This is an optimization exercise on Yosys and OpenROAD, whose aim is small area, a short achievable clock period and few clock cycles per item, not a production implementation. The RTL was checked by simulation tests, not by an equivalence proof against the original design.

<file path="design.v">
`timescale 1ns / 1ps
package nnmm_pkg;
	localparam int FeatW = 16;
	localparam int AccW = 39;    
	localparam int NormW = 37;   
	localparam int IdxW = 10;
	localparam int ModeW = 2;
	localparam logic [ModeW-1:0] MODE_MAN = 2'd0;
	localparam logic [ModeW-1:0] MODE_EUC = 2'd1;
	localparam logic [ModeW-1:0] MODE_COS = 2'd2;
endpackage
`timescale 1ns / 1ps
module nnmm_ram #(
	parameter int WIDTH = 16,
	parameter int DEPTH = 64
) (
	input  logic clk,
	input  logic we,
	input  logic [WIDTH-1:0] wdata,
	output logic [WIDTH-1:0] head,
	output logic [WIDTH-1:0] tail
);
	logic [DEPTH*WIDTH-1:0] ring;
	always_ff @(posedge clk) begin
		ring <= {we ? wdata : ring[WIDTH-1:0], ring[DEPTH*WIDTH-1:WIDTH]};
	end
	assign head = ring[WIDTH-1:0];
	assign tail = ring[DEPTH*WIDTH-1 -: WIDTH];
endmodule
`timescale 1ns / 1ps
module nnmm_front #(
	parameter int VECTOR_LEN = 64
) (
	input  logic clk,
	input  logic arst_n,
	input  logic [nnmm_pkg::ModeW-1:0] mode,
	input  logic in_valid,
	output logic in_ready,
	input  logic signed [nnmm_pkg::FeatW-1:0] feature_value,
	input  logic is_query,
	input  logic last_element,
	input  logic last_row,
	input  logic m_free,
	output logic j_we,
	output logic signed [nnmm_pkg::AccW-1:0] j_acc,
	output logic [nnmm_pkg::NormW-1:0] j_norm,
	output logic j_cos,
	output logic j_last,
	output logic j_first,
	output logic [nnmm_pkg::NormW-1:0] qnorm
);
	localparam int FW = nnmm_pkg::FeatW;
	localparam int AW = nnmm_pkg::AccW;
	localparam int NW = nnmm_pkg::NormW;
	localparam int CW = $clog2(VECTOR_LEN);
	logic rdy_q, v1, isq1, le1, lr1;
	logic signed [FW-1:0] f1;
	logic [nnmm_pkg::ModeW-1:0] m1;
	logic [CW-1:0] cnt_q, pos_q;
	logic first_row_q;
	logic v2, isq2, cos2, euc2, first2, vend2, lr2, rf2;
	logic signed [FW:0] x2;
	logic v3, isq3, cos3, euc3, first3, vend3, lr3, rf3;
	logic [31:0] sq3;
	logic signed [31:0] pr3;
	logic signed [AW-1:0] acc_q;
	logic [NW-1:0] nrm_q, qn_q;
	logic [FW-1:0] q_head, q_tail;
	logic accept, start_q, aligned, vend1, vend_busy, fire;
	logic v1_n, isq1_n, le1_n, vend1_n, pred_ok, fire_pred;
	logic [CW-1:0] cnt_n, pos_n;
	assign in_ready = rdy_q;
	assign accept = in_valid && rdy_q;
	assign aligned = (pos_q == cnt_q);
	assign start_q = isq1 && (cnt_q == '0);
	assign vend1 = le1 || (cnt_q == CW'(VECTOR_LEN - 1));
	assign vend_busy = !m_free || (v2 && vend2) || (v3 && vend3);
	assign fire = v1 && (start_q || aligned) && (!vend1 || !vend_busy);
	assign v1_n = accept || (v1 && !fire);
	assign isq1_n = accept ? is_query : isq1;
	assign le1_n = accept ? last_element : le1;
	assign cnt_n = fire ? (vend1 ? '0 : cnt_q + CW'(1)) : cnt_q;
	assign pos_n = (fire && start_q) ? CW'(1) : pos_q + CW'(1);
	assign vend1_n = le1_n || (cnt_n == CW'(VECTOR_LEN - 1));
	assign pred_ok = m_free && !(v2 && vend2) && !(v3 && vend3) && !(fire && vend1);
	assign fire_pred = ((isq1_n && cnt_n == '0) || pos_n == cnt_n) && (!vend1_n || pred_ok);
	always_ff @(posedge clk or negedge arst_n) begin
		if (!arst_n) begin
			rdy_q <= 1'b0;
			v1 <= 1'b0;
			cnt_q <= '0;
			pos_q <= '0;
			first_row_q <= 1'b1;
			v2 <= 1'b0;
			v3 <= 1'b0;
		end else begin
			rdy_q <= !v1_n || fire_pred;
			v1 <= v1_n;
			cnt_q <= cnt_n;
			pos_q <= pos_n;
			if (fire && vend1) begin
				first_row_q <= isq1 || lr1;
			end
			v2 <= fire;
			v3 <= v2;
		end
	end
	always_ff @(posedge clk) begin
		if (accept) begin
			f1 <= feature_value;
			lr1 <= last_row;
			m1 <= mode;
		end
		isq1 <= isq1_n;
		le1 <= le1_n;
	end
	nnmm_ram #(.WIDTH(FW), .DEPTH(VECTOR_LEN)) u_ring (
		.clk(clk), .we(fire && isq1), .wdata(f1), .head(q_head), .tail(q_tail)
	);
	logic signed [FW:0] d1;
	assign d1 = (FW+1)'(signed'(q_head)) - (FW+1)'(f1);
	always_ff @(posedge clk) begin
		x2 <= (isq1 || m1 == nnmm_pkg::MODE_COS) ? (FW+1)'(f1) : d1;
		isq2 <= isq1;
		cos2 <= (m1 == nnmm_pkg::MODE_COS);
		euc2 <= (m1 == nnmm_pkg::MODE_EUC);
		first2 <= (cnt_q == '0);
		vend2 <= vend1;
		lr2 <= lr1;
		rf2 <= first_row_q;
	end
	logic signed [2*FW+1:0] sq2;
	logic signed [2*FW-1:0] pm2;
	logic [FW-1:0] ab2;
	assign sq2 = x2 * x2;
	assign pm2 = signed'(q_tail) * signed'(x2[FW-1:0]);
	assign ab2 = x2[FW] ? FW'(-x2) : FW'(x2);
	always_ff @(posedge clk) begin
		sq3 <= sq2[31:0];
		pr3 <= cos2 ? pm2 : 32'(ab2);
		isq3 <= isq2;
		cos3 <= cos2;
		euc3 <= euc2;
		first3 <= first2;
		vend3 <= vend2;
		lr3 <= lr2;
		rf3 <= rf2;
	end
	logic signed [AW-1:0] term, acc_n;
	logic [NW-1:0] nrm_n;
	assign term = euc3 ? AW'(sq3) : AW'(pr3);
	assign acc_n = (first3 ? '0 : acc_q) + term;
	assign nrm_n = (first3 ? '0 : nrm_q) + NW'(sq3);
	always_ff @(posedge clk) begin
		if (v3) begin
			acc_q <= acc_n;
			nrm_q <= nrm_n;
		end
		if (v3 && isq3 && vend3) begin
			qn_q <= nrm_n;
		end
	end
	assign j_we = v3 && !isq3 && vend3;
	assign j_acc = acc_n;
	assign j_norm = nrm_n;
	assign j_cos = cos3;
	assign j_last = lr3;
	assign j_first = rf3;
	assign qnorm = qn_q;
endmodule
`timescale 1ns / 1ps
module nnmm_back #(
	parameter int MAX_ROWS = 1024
) (
	input  logic clk,
	input  logic arst_n,
	input  logic j_we,
	input  logic signed [nnmm_pkg::AccW-1:0] j_acc,
	input  logic [nnmm_pkg::NormW-1:0] j_norm,
	input  logic j_cos,
	input  logic j_last,
	input  logic j_first,
	input  logic [nnmm_pkg::NormW-1:0] qnorm,
	output logic m_free,
	output logic out_valid,
	input  logic out_ready,
	output logic signed [40:0] score,
	output logic [nnmm_pkg::IdxW-1:0] row_index,
	output logic [nnmm_pkg::IdxW-1:0] best_index,
	output logic is_final
);
	localparam int AW = nnmm_pkg::AccW;
	localparam int NW = nnmm_pkg::NormW;
	localparam int IW = nnmm_pkg::IdxW;
	localparam int PW = 2 * NW;
	logic mv, mcos, mlast, mfirst;
	logic signed [AW-1:0] md;
	logic [NW-1:0] mhi, mlo;
	logic [5:0] mcnt;
	logic m_done, m_to_sd;
	logic [NW:0] msum;
	assign m_done = mv && (!mcos || mcnt == 6'(NW));
	assign m_free = !mv;
	assign msum = {1'b0, mhi} + (mlo[0] ? {1'b0, qnorm} : '0);
	always_ff @(posedge clk) begin
		if (j_we) begin
			md <= j_acc;
			mlo <= j_norm;
			mhi <= '0;
			mcnt <= '0;
			mcos <= j_cos;
			mlast <= j_last;
			mfirst <= j_first;
		end else if (mv && !m_done) begin
			{mhi, mlo} <= {msum, mlo[NW-1:1]};
			mcnt <= mcnt + 6'd1;
		end
	end
	localparam logic [1:0] PH_SQRT = 2'd0, PH_DIVL = 2'd1, PH_DIV = 2'd2, PH_DONE = 2'd3;
	logic sdv, sdcos, sdlast, sdfirst, sdneg, sdfin;
	logic [1:0] ph;
	logic signed [AW-1:0] sdd;
	logic [PW-1:0] p;
	logic [NW:0] rem;
	logic [NW-1:0] root;
	logic [5:0] sdcnt;
	logic sd_done, c_take;
	logic [NW+2:0] a_op, b_op;
	logic [NW+3:0] diff;
	logic ge;
	logic [AW-1:0] dabs;
	logic [16:0] quo;
	always_comb begin
		if (ph == PH_SQRT) begin
			a_op = {rem, p[PW-1 -: 2]};
			b_op = {1'b0, root, 2'b01};
		end else begin
			a_op = {2'b0, rem[NW-1:0], p[PW-1]};
			b_op = {3'b0, root};
		end
	end
	assign diff = {1'b0, a_op} - {1'b0, b_op};
	assign ge = !diff[NW+3];
	assign dabs = sdd[AW-1] ? AW'(-sdd) : AW'(sdd);
	assign quo = sdd[16:0];
	assign m_to_sd = m_done && !sdv;
	assign sd_done = sdv && ph == PH_DONE;
	always_ff @(posedge clk) begin
		if (m_to_sd) begin
			sdd <= md;
			p <= {mhi, mlo};
			rem <= '0;
			root <= '0;
			sdcnt <= '0;
			ph <= mcos ? PH_SQRT : PH_DONE;
			sdcos <= mcos;
			sdlast <= mlast;
			sdfirst <= mfirst;
		end else if (sdv) begin
			case (ph)
				PH_SQRT: begin
					p <= p << 2;
					rem <= ge ? diff[NW:0] : a_op[NW:0];
					root <= {root[NW-2:0], ge};
					sdcnt <= sdcnt + 6'd1;
					if (sdcnt == 6'(NW - 1)) begin
						ph <= PH_DIVL;
					end
				end
				PH_DIVL: begin
					rem <= {2'b0, dabs[NW-1:1]};
					p[PW-1] <= dabs[0];
					sdneg <= sdd[AW-1];
					sdcnt <= '0;
					ph <= PH_DIV;
				end
				PH_DIV: begin
					p <= p << 1;
					rem <= ge ? diff[NW:0] : a_op[NW:0];
					sdd <= {sdd[AW-2:0], ge};
					sdcnt <= sdcnt + 6'd1;
					if (sdcnt == 6'd17) begin
						sdd <= (root == '0) ? '0 : sdneg ? -(AW'(quo)) : AW'(quo);
						ph <= PH_DONE;
					end
				end
				default: begin
				end
			endcase
		end
	end
	logic ov, ofin;
	logic signed [AW-1:0] osc, best;
	logic [IW-1:0] oidx, obest, idx;
	logic better;
	assign c_take = sd_done && (!ov || out_ready);
	assign idx = sdfirst ? '0 : (32'(oidx) >= MAX_ROWS - 1) ? oidx : oidx + IW'(1);
	assign better = sdfirst || (sdcos ? (sdd > best) : (sdd < best));
	always_ff @(posedge clk) begin
		if (c_take) begin
			osc <= sdd;
			oidx <= idx;
			ofin <= sdlast;
			if (better) begin
				best <= sdd;
				obest <= idx;
			end
		end
	end
	always_ff @(posedge clk or negedge arst_n) begin
		if (!arst_n) begin
			mv <= 1'b0;
			sdv <= 1'b0;
			ov <= 1'b0;
		end else begin
			if (j_we) begin
				mv <= 1'b1;
			end else if (m_to_sd) begin
				mv <= 1'b0;
			end
			if (m_to_sd) begin
				sdv <= 1'b1;
			end else if (c_take) begin
				sdv <= 1'b0;
			end
			if (c_take) begin
				ov <= 1'b1;
			end else if (out_ready) begin
				ov <= 1'b0;
			end
		end
	end
	assign out_valid = ov;
	assign score = 41'(osc);
	assign row_index = oidx;
	assign best_index = obest;
	assign is_final = ofin;
endmodule
`timescale 1ns / 1ps
module nearest_neighbor_multi_metric #(
	parameter int VECTOR_LEN = 64,
	parameter int MAX_ROWS = 1024
) (
	input  logic clk,
	input  logic arst_n,
	input  logic psel,
	input  logic penable,
	input  logic pwrite,
	input  logic [1:0] paddr,
	input  logic [31:0] pwdata,
	output logic [31:0] prdata,
	output logic pready,
	input  logic in_valid,
	output logic in_ready,
	input  logic signed [15:0] feature_value,
	input  logic is_query,
	input  logic last_element,
	input  logic last_row,
	output logic out_valid,
	input  logic out_ready,
	output logic signed [40:0] score,
	output logic [9:0] row_index,
	output logic [9:0] best_index,
	output logic is_final
);
	logic [nnmm_pkg::ModeW-1:0] mode_q;
	logic m_free, j_we, j_cos, j_last, j_first;
	logic signed [nnmm_pkg::AccW-1:0] j_acc;
	logic [nnmm_pkg::NormW-1:0] j_norm, qnorm;
	assign pready = 1'b1;
	assign prdata = (paddr == 2'd0) ? 32'(mode_q) : 32'h0;
	always_ff @(posedge clk or negedge arst_n) begin
		if (!arst_n) begin
			mode_q <= nnmm_pkg::MODE_MAN;
		end else if (psel && penable && pwrite && paddr == 2'd0) begin
			mode_q <= pwdata[1:0];
		end
	end
	nnmm_front #(.VECTOR_LEN(VECTOR_LEN)) u_front (
		.clk(clk), .arst_n(arst_n), .mode(mode_q), .in_valid(in_valid),
		.in_ready(in_ready), .feature_value(feature_value), .is_query(is_query),
		.last_element(last_element), .last_row(last_row), .m_free(m_free),
		.j_we(j_we), .j_acc(j_acc), .j_norm(j_norm), .j_cos(j_cos),
		.j_last(j_last), .j_first(j_first), .qnorm(qnorm)
	);
	nnmm_back #(.MAX_ROWS(MAX_ROWS)) u_back (
		.clk(clk), .arst_n(arst_n), .j_we(j_we), .j_acc(j_acc), .j_norm(j_norm),
		.j_cos(j_cos), .j_last(j_last), .j_first(j_first), .qnorm(qnorm),
		.m_free(m_free), .out_valid(out_valid), .out_ready(out_ready),
		.score(score), .row_index(row_index), .best_index(best_index),
		.is_final(is_final)
	);
endmodule
</file>
<file path="run.sh">
#!/bin/bash
# synth_recipe.tcl (not shown) runs the flow's synth.tcl, then flattens the netlist and writes it again
# the make line also repeats each setting of config.mk as NAME=value (left out here)
make -C /OpenROAD-flow-scripts/flow DESIGN_CONFIG=/design/flow/config.mk WORK_HOME=/design/flow/orfs CLKGATE_MAP_FILE= SYNTH_SCRIPT=/design/flow/synth_recipe.tcl finish
</file>
<file path="config.mk">
export PLATFORM = sky130hd
export DESIGN_NAME = nearest_neighbor_multi_metric
export DESIGN_NICKNAME = nearest_neighbor_multi_metric
export VERILOG_FILES = /design/flow/design.v
export SDC_FILE = /design/flow/constraint.sdc
export NUM_CORES = 4
export LEC_CHECK = 0
export CAP_MARGIN = 35
export CORE_MARGIN = 2
export CORE_UTILIZATION = 40
export SLEW_MARGIN = 35
</file>
<file path="constraint.sdc">
create_clock -name core_clock -period 11.0 [get_ports {clk}]
set_input_delay 2.2000 -clock core_clock [delete_from_list [all_inputs] [get_ports {clk}]]
set_output_delay 2.2000 -clock core_clock [all_outputs]
set_load 0.01 [all_outputs]
</file>
==> flow_metrics.py, run 1 <==
metrics = {
    "grt": {
        "grt_max_degree": 178,
        "grt_antenna_before_repair": 2,
        "grt_overflow": 0,
        "grt_pass1_wl_um": 262000,
        "grt_use_total_pct": 16.6,
        "grt_pass1_vias": 49250,
    },
    "cts": {
        "numCtsBuffers": 166,
        "cts_root_buffer": "clkbuf_16",
        "clock_latency_ns": 0.82,
        "htreeDepth": 4,
        "clk_pin_slew_ns": 0.06,
        "cts_resized": 0,
        "clockBufferDepth": 3,
        "cts_tree": "yes",
        "postCtsSetupRepairBufs": 0,
        "cts_sinks": 1695,
        "hold_buffers": 0,
    },
    "die": {
        "dieArea_um2": 195000,
        "die_w_um": 442,
        "num_rows": 160,
        "initial_core_util_pct": 40.3,
        "core_area_um2": 190000,
        "die_y_um": 442,
        "ios": 157,
    },
    "timing": {
        "period_needed_ns": 7.46,
        "fin_crit_sh_pct": 67.8,
        "finClkSkew_ns": 0.0545,
        "setup_viol": 0,
        "max_slew_margin_pct": 37.9,
        "fin_setup_tns_ns": 0,
        "hold_viol_final": 0,
        "tightest_slew_ns": 0.930,
        "rsz0062_at_grt": "no",
        "max_freq_ghz": 0.134,
        "drv_slew": 0,
    },
    "yosys": {
        "syn-cell-area_um2": 76700,
        "yosys.cell_types.count": 91,
        "synthCells": 6818,
        "synth_area_leaders": "dfxtp_1 32%, edfxtp_1 17%, fa_1 14%",
        "yosysWarnings": 4,
        "synth_async_sr_flop_share_pct": 1.30,
        "ys_seq_area_share_pct": 50.0,
        "yosysTopAreaCellShare_pct": 32.5,
        "syn_avg_cell_area_um2": 11.2,
        "synth_edf_count": 429,
        "synth.largest_area_cell": "dfxtp_1",
        "ys.flop_type": "dfxtp_1",
        "synth-seq-cells": 1695,
    },
    "critical_path": {
        "cp-start-kind": "flop",
        "worstPathArrival_ns": 8.17,
        "worstPathMaxFanout": 20,
        "cp-end-kind": "flop",
        "cp.required_ns": 11.70,
        "worstSetupPathType": "reg2reg",
        "critPathBufInv": 6,
        "cp_common_cell": "fa_1",
        "critical_path.max_stage_delay_ns": 0.78,
        "path_cells": "buf_4 > clkinv_1 > nor2_1 > fa_1 > inv_1 > fa_1 > inv_1 > fa_1 > fa_1 > fa_1 > inv_1 > fa_1 > inv_1 > ha_1 > o21a_1 > o21ai_0 > o32ai_1 > a31o_2 > o211ai_1 > o21bai_1 > o22a_1 > a21oi_1 > o21ai_0 > xnor2_1",
        "cp_slowest_cell": "clkinv_1",
        "rrSetupSlack_ns": 3.54,
        "crit_family": "adder cells",
    },
    "routing": {
        "highest_layer": "met4",
        "drc_errors": 0,
        "met1Wirelength_um": 72100,
        "via_per_inst": 4.90,
        "first_pass_iters": 5,
        "drtIter0Drc": 2326,
        "routed_wl_um": 160000,
        "ant_nets": 0,
        "wl_met2_um": 77600,
        "route.met3.wl_um": 5890,
        "detail_route.wl_per_cell_um": 16.8,
        "vias": 46834,
    },
    "place": {
        "io_buffers": 95,
        "dp_hpwl_um": 114000,
        "gp_congestion": 0.840,
    },
    "layout": {
        "num-fill-cells": 17446,
        "synthToLayoutAreaGrowth_pct": 12.4,
        "drive_above_1_share_pct": 6.66,
        "finalNetCount": 7873,
        "post-route-util_pct": 45.3,
    },
    "run_status": {
        "status": "timing/DRC/antenna clean",
    },
    "job": {
        "drv_cap": 0,
    },
    "hold_path": {
        "hold_class": "reg2reg",
    },
}
==> cells in the mapped netlist (all sizes together) (17+ instances only) <==
library cell / n
o21a: 41
a21o: 116
xor2: 111
nand4: 36
xnor2: 183
buf: 59
dfrtp: 21
a211oi: 41
or3: 41
dfxtp: 1244
a31oi: 28
clkbuf: 199
o31ai: 27
nor2: 229
edfxtp: 429
nor3: 52
nand2: 704
and2: 229
o21ai: 282
ha: 387
nor4: 20
mux2: 87
nand3: 112
nand2b: 39
o21bai: 25
or2: 17
inv: 782
nor2b: 115
mux2i: 121
fa: 522
a21oi: 287
and3: 36
o211ai: 20
==> area by class of cell <==
type | count | area, um2 | area share, %
Inverter | 788 | 2970 | 3.44
Sequential cell | 1695 | 38300 | 44.5
Tap cell | 2511 | 3140 | 3.64
Multi-Input combinational cell | 4106 | 34500 | 40.0
Clock inverter | 82 | 1220 | 1.42
Antenna cell | 1 | 2.50 | 0.00290
Clock buffer | 227 | 4700 | 5.45
Timing Repair Buffer | 147 | 1370 | 1.58
==> per-stage QoR <==
| step | setup slack, ns | cells | hold slack (ns) | cell area, um2 |
|---|---|---|---|---|
| 3_3_place_gp | 3.55 | 9246 | 0.310 | 80200 |
| 6_report | 3.54 | 9557 | 0.294 | 86200 |
| 4_1_cts | 3.48 | 9556 | 0.292 | 86200 |
| 5_1_grt | 3.09 | 9557 | 0.308 | 86200 |
| 2_1_floorplan | 3.05 | 6847 | 0.310 | 76800 |
| 3_5_place_dp | 3.52 | 9247 | 0.312 | 80300 |
==> kinds of logic (layout without fill, tap and decap cells) <==
kind of cell / Yosys count / count (layout) / share of synthesized area (%)
xor gates and xnor gates: 294 / 294 / 3.36
muxes: 208 / 208 / 2.86
adders and majority gates: 909 / 909 / 19.9
AOI/OAI and AO/OA: 999 / 999 / 8.12
buffers and inverters: 1046 / 1244 / 5.29
and+or+nand+nor: 1665 / 1665 / 10.4
DFF: 1695 / 1695 / 50.0
other: 2 / 32 / 0.00979
==> cells in the final DEF, fill, tap and decap left out, types with 31 or more instances in the layout <==
cell type / count
dfxtp_1: 1239
inv_1: 778
nand2_1: 703
fa_1: 522
edfxtp_1: 429
ha_1: 385
a21oi_1: 286
o21ai_0: 273
and2_1: 228
nor2_1: 227
xnor2_1: 183
clkbuf_16: 169
mux2i_1: 121
a21o_1: 116
nor2b_1: 114
nand3_1: 112
xor2_1: 111
clkdlybuf4s50_1: 95
mux2_2: 87
nor3_1: 52
buf_4: 48
a211oi_1: 41
o21a_1: 41
nand2b_1: 38
or3_1: 38
nand4_1: 36
and3_1: 36
conb_1: 31
clkbuf_1: 31
==> flip-flops by register name, indices dropped and copies added (netlist names), 6 cells and up <==
| name | flops |
|---|---|
| u_back.md | 39 |
| u_back.rem | 38 |
| u_front.sq3 | 31 |
| u_front.pr3 | 32 |
| u_back.sdcnt | 6 |
| u_front.pos_q | 6 |
| u_front.nrm_q | 37 |
| u_front.qn_q | 37 |
| u_front.x2 | 17 |
| u_back.mhi | 37 |
| u_front.acc_q | 39 |
| u_back.obest | 10 |
| u_back.oidx | 10 |
| u_back.root | 37 |
| u_back.best | 39 |
| u_back.osc | 39 |
| u_back.sdd | 39 |
| u_front.cnt_q | 6 |
| u_front.u_ring.ring | 1024 |
| u_front.f1 | 16 |
| u_back.p | 74 |
| u_back.mlo | 37 |
| u_back.mcnt | 6 |
==> per-layer routing <==
layer | up-vias | track usage (%)
met2 | 871 | 28.6
met5 | - | 0
met1 | 23047 | 21.1
li1 | 22607 | -
met3 | 309 | 2.45
met4 | 0 | 5.95
==> final timing paths <==
path / to / cells past startpoint / start
worst max-delay path: u_front.sq3[31]$_DFF_P_ / 24 / u_front.x2[15]$_DFF_P_
worst min register to register: u_front.u_ring.ring[954]$_DFF_P_ / 0 / u_front.u_ring.ring[970]$_DFF_P_
worst max register to register: u_front.sq3[31]$_DFF_P_ / 24 / u_front.x2[15]$_DFF_P_
worst min-delay path: u_front.u_ring.ring[954]$_DFF_P_ / 0 / u_front.u_ring.ring[970]$_DFF_P_
min in group asynchronous: u_front.rdy_q$_DFF_PN0_ / 2 / arst_n
max in group asynchronous: u_front.first_row_q$_DFFE_PN1P_ / 2 / arst_n
Testbench counts, summed over its fixed seeds: cycles 41,860, items 598.
==> run 2: changes to the inputs <==
--- a/config.mk
+++ b/config.mk
@@ -6,6 +6,8 @@
 export NUM_CORES = 4
 export LEC_CHECK = 0
+export ABC_CLOCK_PERIOD_IN_PS = 4000
 export CAP_MARGIN = 35
 export CORE_MARGIN = 2
 export CORE_UTILIZATION = 40
+export SETUP_SLACK_MARGIN = 5
 export SLEW_MARGIN = 35
==> run 2 against run 1 <==
Effect of this change:
- final cell count is 0.84% higher
- highest routed layer unchanged
- clock skew is 0.019 ns lower
- worst setup slack better by 1.1 ns
- sequential cell count stayed put
- routed wire length is 1.8% higher
- non-clock buffer count is 84 higher
- still clean on timing, DRC and antenna
- via count is 0.36% higher
- critical endpoint is now u_front.pr3[23]$_SDFF_PN0_
- critical path depth stayed put
- die area stayed put
==> flow_metrics.py, run 2 <==
metrics = {
    "critical_path": {
        "timing.rr.end": "u_front.pr3[23]$_SDFF_PN0_",
        "cp_common_cell": "fa_1",
        "worstPathArrival_ns": 7.04,
        "cp-start-kind": "flop",
        "worstSetupPathType": "reg2reg",
        "critPathBufInv": 7,
        "cp-end-kind": "flop",
        "path_cells": "buf_6 > and2_1 > fa_1 > inv_1 > fa_1 > fa_1 > inv_1 > fa_1 > fa_1 > inv_1 > fa_1 > inv_2 > ha_4 > and3_4 > a221o_1 > a221oi_4 > o21ai_2 > a311o_1 > buf_4 > buf_6 > a21o_1 > a21oi_2 > xnor2_1 > and2_1",
        "rr_worst_depth": 24,
        "worstPathMaxFanout": 7,
        "critical_path.max_stage_delay_ns": 0.54,
        "cp_slowest_cell": "fa_1",
        "r2r_start": "u_front.x2[4]$_DFF_P_",
        "rrSetupSlack_ns": 4.68,
        "crit_family": "adder cells",
        "cp.required_ns": 11.72,
    },
    "place": {
        "gp_congestion": 0.875,
        "io_buffers": 95,
        "dp_hpwl_um": 112000,
        "placed_cell_area_um2": 80500,
        "place_inst": 9251,
    },
    "hold_path": {
        "hold_class": "reg2reg",
        "worstHoldPathCells": 0,
        "hold-path-endpoint": "u_front.u_ring.ring[948]$_DFF_P_",
        "hold_start": "u_front.u_ring.ring[964]$_DFF_P_",
    },
    "job": {
        "drv_cap": 0,
    },
    "yosys": {
        "syn_avg_cell_area_um2": 11.2,
        "yosys.cell_types.count": 91,
        "ys.flop_type": "dfxtp_1",
        "synthCells": 6818,
        "synthTopCellsByCount": "1244 x dfxtp_1, 781 x inv_1, 704 x nand2_1",
        "synth.most_common_cell": "dfxtp_1",
        "synth_async_sr_flop_share_pct": 1.30,
        "yosysTopAreaCellShare_pct": 32.5,
        "yosysWarnings": 4,
        "synth.largest_area_cell": "dfxtp_1",
        "synth_edf_count": 429,
        "synth-seq-cells": 1695,
        "synth_area_leaders": "dfxtp_1 32%, edfxtp_1 17%, fa_1 14%",
        "ys_seq_area_share_pct": 50.0,
        "syn-cell-area_um2": 76700,
    },
    "grt": {
        "grt_pass1_wl_um": 262000,
        "grt_overflow": 0,
        "grt_use_total_pct": 16.7,
        "grt_max_degree": 89,
        "grt_antenna_before_repair": 3,
        "grt_pass1_vias": 48824,
    },
    "timing": {
        "finClkSkew_ns": 0.0352,
        "max_freq_ghz": 0.158,
        "rsz0062_at_grt": "yes",
        "fin_crit_sh_pct": 57.5,
        "drv_slew": 0,
        "setup_viol": 0,
        "tightest_slew_ns": 0.869,
        "max_slew_margin_pct": 42.1,
        "period_needed_ns": 6.32,
        "hold_viol_final": 0,
        "fin_setup_tns_ns": 0,
    },
    "layout": {
        "reg_top3": "u_front.u_ring.ring x1024, u_back.p x74",
        "drive_above_1_share_pct": 9.87,
        "final_cells": 9637,
        "design_area_um2": 88100,
        "regMostFlops": "u_front.u_ring.ring",
        "finalNetCount": 7955,
        "mostFrequentLayoutCells": "1219 x dfxtp_1, 762 x inv_1, 690 x nand2_1, 504 x fa_1, 429 x edfxtp_1",
        "synthToLayoutAreaGrowth_pct": 14.9,
        "largest_register_ffs": 1024,
        "layout_commonest_cell": "dfxtp_1",
    },
    "die": {
        "core_area_um2": 190000,
        "initial_core_util_pct": 40.3,
        "dieArea_um2": 195000,
        "die_w_um": 442,
        "num_rows": 160,
        "ios": 157,
        "die_y_um": 442,
    },
    "cts": {
        "clock_latency_ns": 0.82,
        "clk_pin_slew_ns": 0.07,
        "cts_tree": "yes",
        "cts_sinks": 1695,
        "cts_root_buffer": "clkbuf_16",
        "htreeDepth": 4,
        "clockBufferDepth": 3,
        "numCtsBuffers": 164,
    },
    "routing": {
        "vias": 47001,
        "drtIter0Drc": 2508,
        "detail_route.wl_per_cell_um": 17.0,
        "ant_nets": 0,
        "first_pass_iters": 5,
        "routed_wl_um": 163000,
        "drc_errors": 0,
        "via_per_inst": 4.88,
    },
    "run_status": {
        "status": "timing/DRC/antenna clean",
    },
}
run 2: cell families after synthesis:
group,count (synthesis),synth area share [%]
AO/OA/AOI/OAI,999,8.12
XOR/XNOR,294,3.36
buffers and inverters,1046,5.29
AND/OR/NAND/NOR,1665,10.4
other,2,0.00979
adder cells (fa/ha/maj),909,19.9
flip-flops,1695,50.0
multiplexers,208,2.86
run 2: worst max-delay path by stage:
stage | startpoint | endpoint | depth (start not counted)
after floorplan | u_front.x2[6]$_DFF_P_ | u_front.pr3[31]$_SDFF_PN0_ | 24
after global placement | u_front.x2[8]$_DFF_P_ | u_front.sq3[31]$_DFF_P_ | 22
after detailed placement | u_front.x2[8]$_DFF_P_ | u_front.sq3[31]$_DFF_P_ | 22
after CTS | u_front.x2[6]$_DFF_P_ | u_front.pr3[31]$_SDFF_PN0_ | 23
after global routing | u_front.x2[6]$_DFF_P_ | u_front.pr3[31]$_SDFF_PN0_ | 23
final | u_front.x2[4]$_DFF_P_ | u_front.pr3[23]$_SDFF_PN0_ | 24
run 2: cell type report:
cell class / count / area (um2)
Clock buffer: 224 / 4720
Timing Repair Buffer: 231 / 2590
Inverter: 788 / 3000
Antenna cell: 3 / 7.51
Clock inverter: 79 / 1120
Multi-Input combinational cell: 4106 / 35100
Sequential cell: 1695 / 38400
Tap cell: 2511 / 3140
Fill cell: 17153 / 102000
run 2: through the flow:
stage / util [%] / setup WS, ns / hold slack, ns
finish: 46.3 / 4.68 / 0.293
global route: 46.3 / 4.50 / 0.292
CTS: 46.0 / 4.60 / 0.287
detailed placement: 42.3 / 4.12 / 0.312
global placement: 42.2 / 4.14 / 0.310
floorplan: - / 4.86 / 0.310
run 2: repair_timing:
action,4_1_cts,5_1_grt
resized for setup,136,89
endpoints found under the setup margin,44,38
pin swaps,52,54
setup buffers,50,18
gates cloned,8,3
hold buffers,0,0
run 2: routing by layer:
| layer | vias to the layer above | track usage (%) | wire length [um] |
|---|---|---|---|
| met5 | - | 0 | 0 |
| met2 | 908 | 27.8 | 76200 |
| met1 | 22942 | 21.4 | 73600 |
| met4 | 0 | 7.24 | 7370 |
| li1 | 22790 | - | - |
| met3 | 361 | 2.70 | 6210 |

## re-timing with driven ports
The results above use ideal ports. As a check the final layouts listed here were re-extracted and re-timed, cells and wires unchanged. Step 1 assumes that a clkbuf_16 drives the clock port and a buf_2 every other input. Step 2 adds t to the input delays and takes it off the output delays; t is the mean of the earliest and latest rising clock arrival at the registers after step 1. Input paths then give back, and output paths get back, about the clock's delay inside the block. Three values: ideal, step 1, step 2; two values: the first two.
| run | shift t [ns] | setup WS [ns] | worst setup path at the end | cell pins on the clock port's net |
|---|---|---|---|---|
| run 1 | 0.874 | 3.539 / 3.539 / 3.539 | register to register | 1 |
| run 2 | 0.884 | 4.680 / 4.680 / 4.680 | register to register | 1 |
After both steps setup and hold are still met in every run listed.
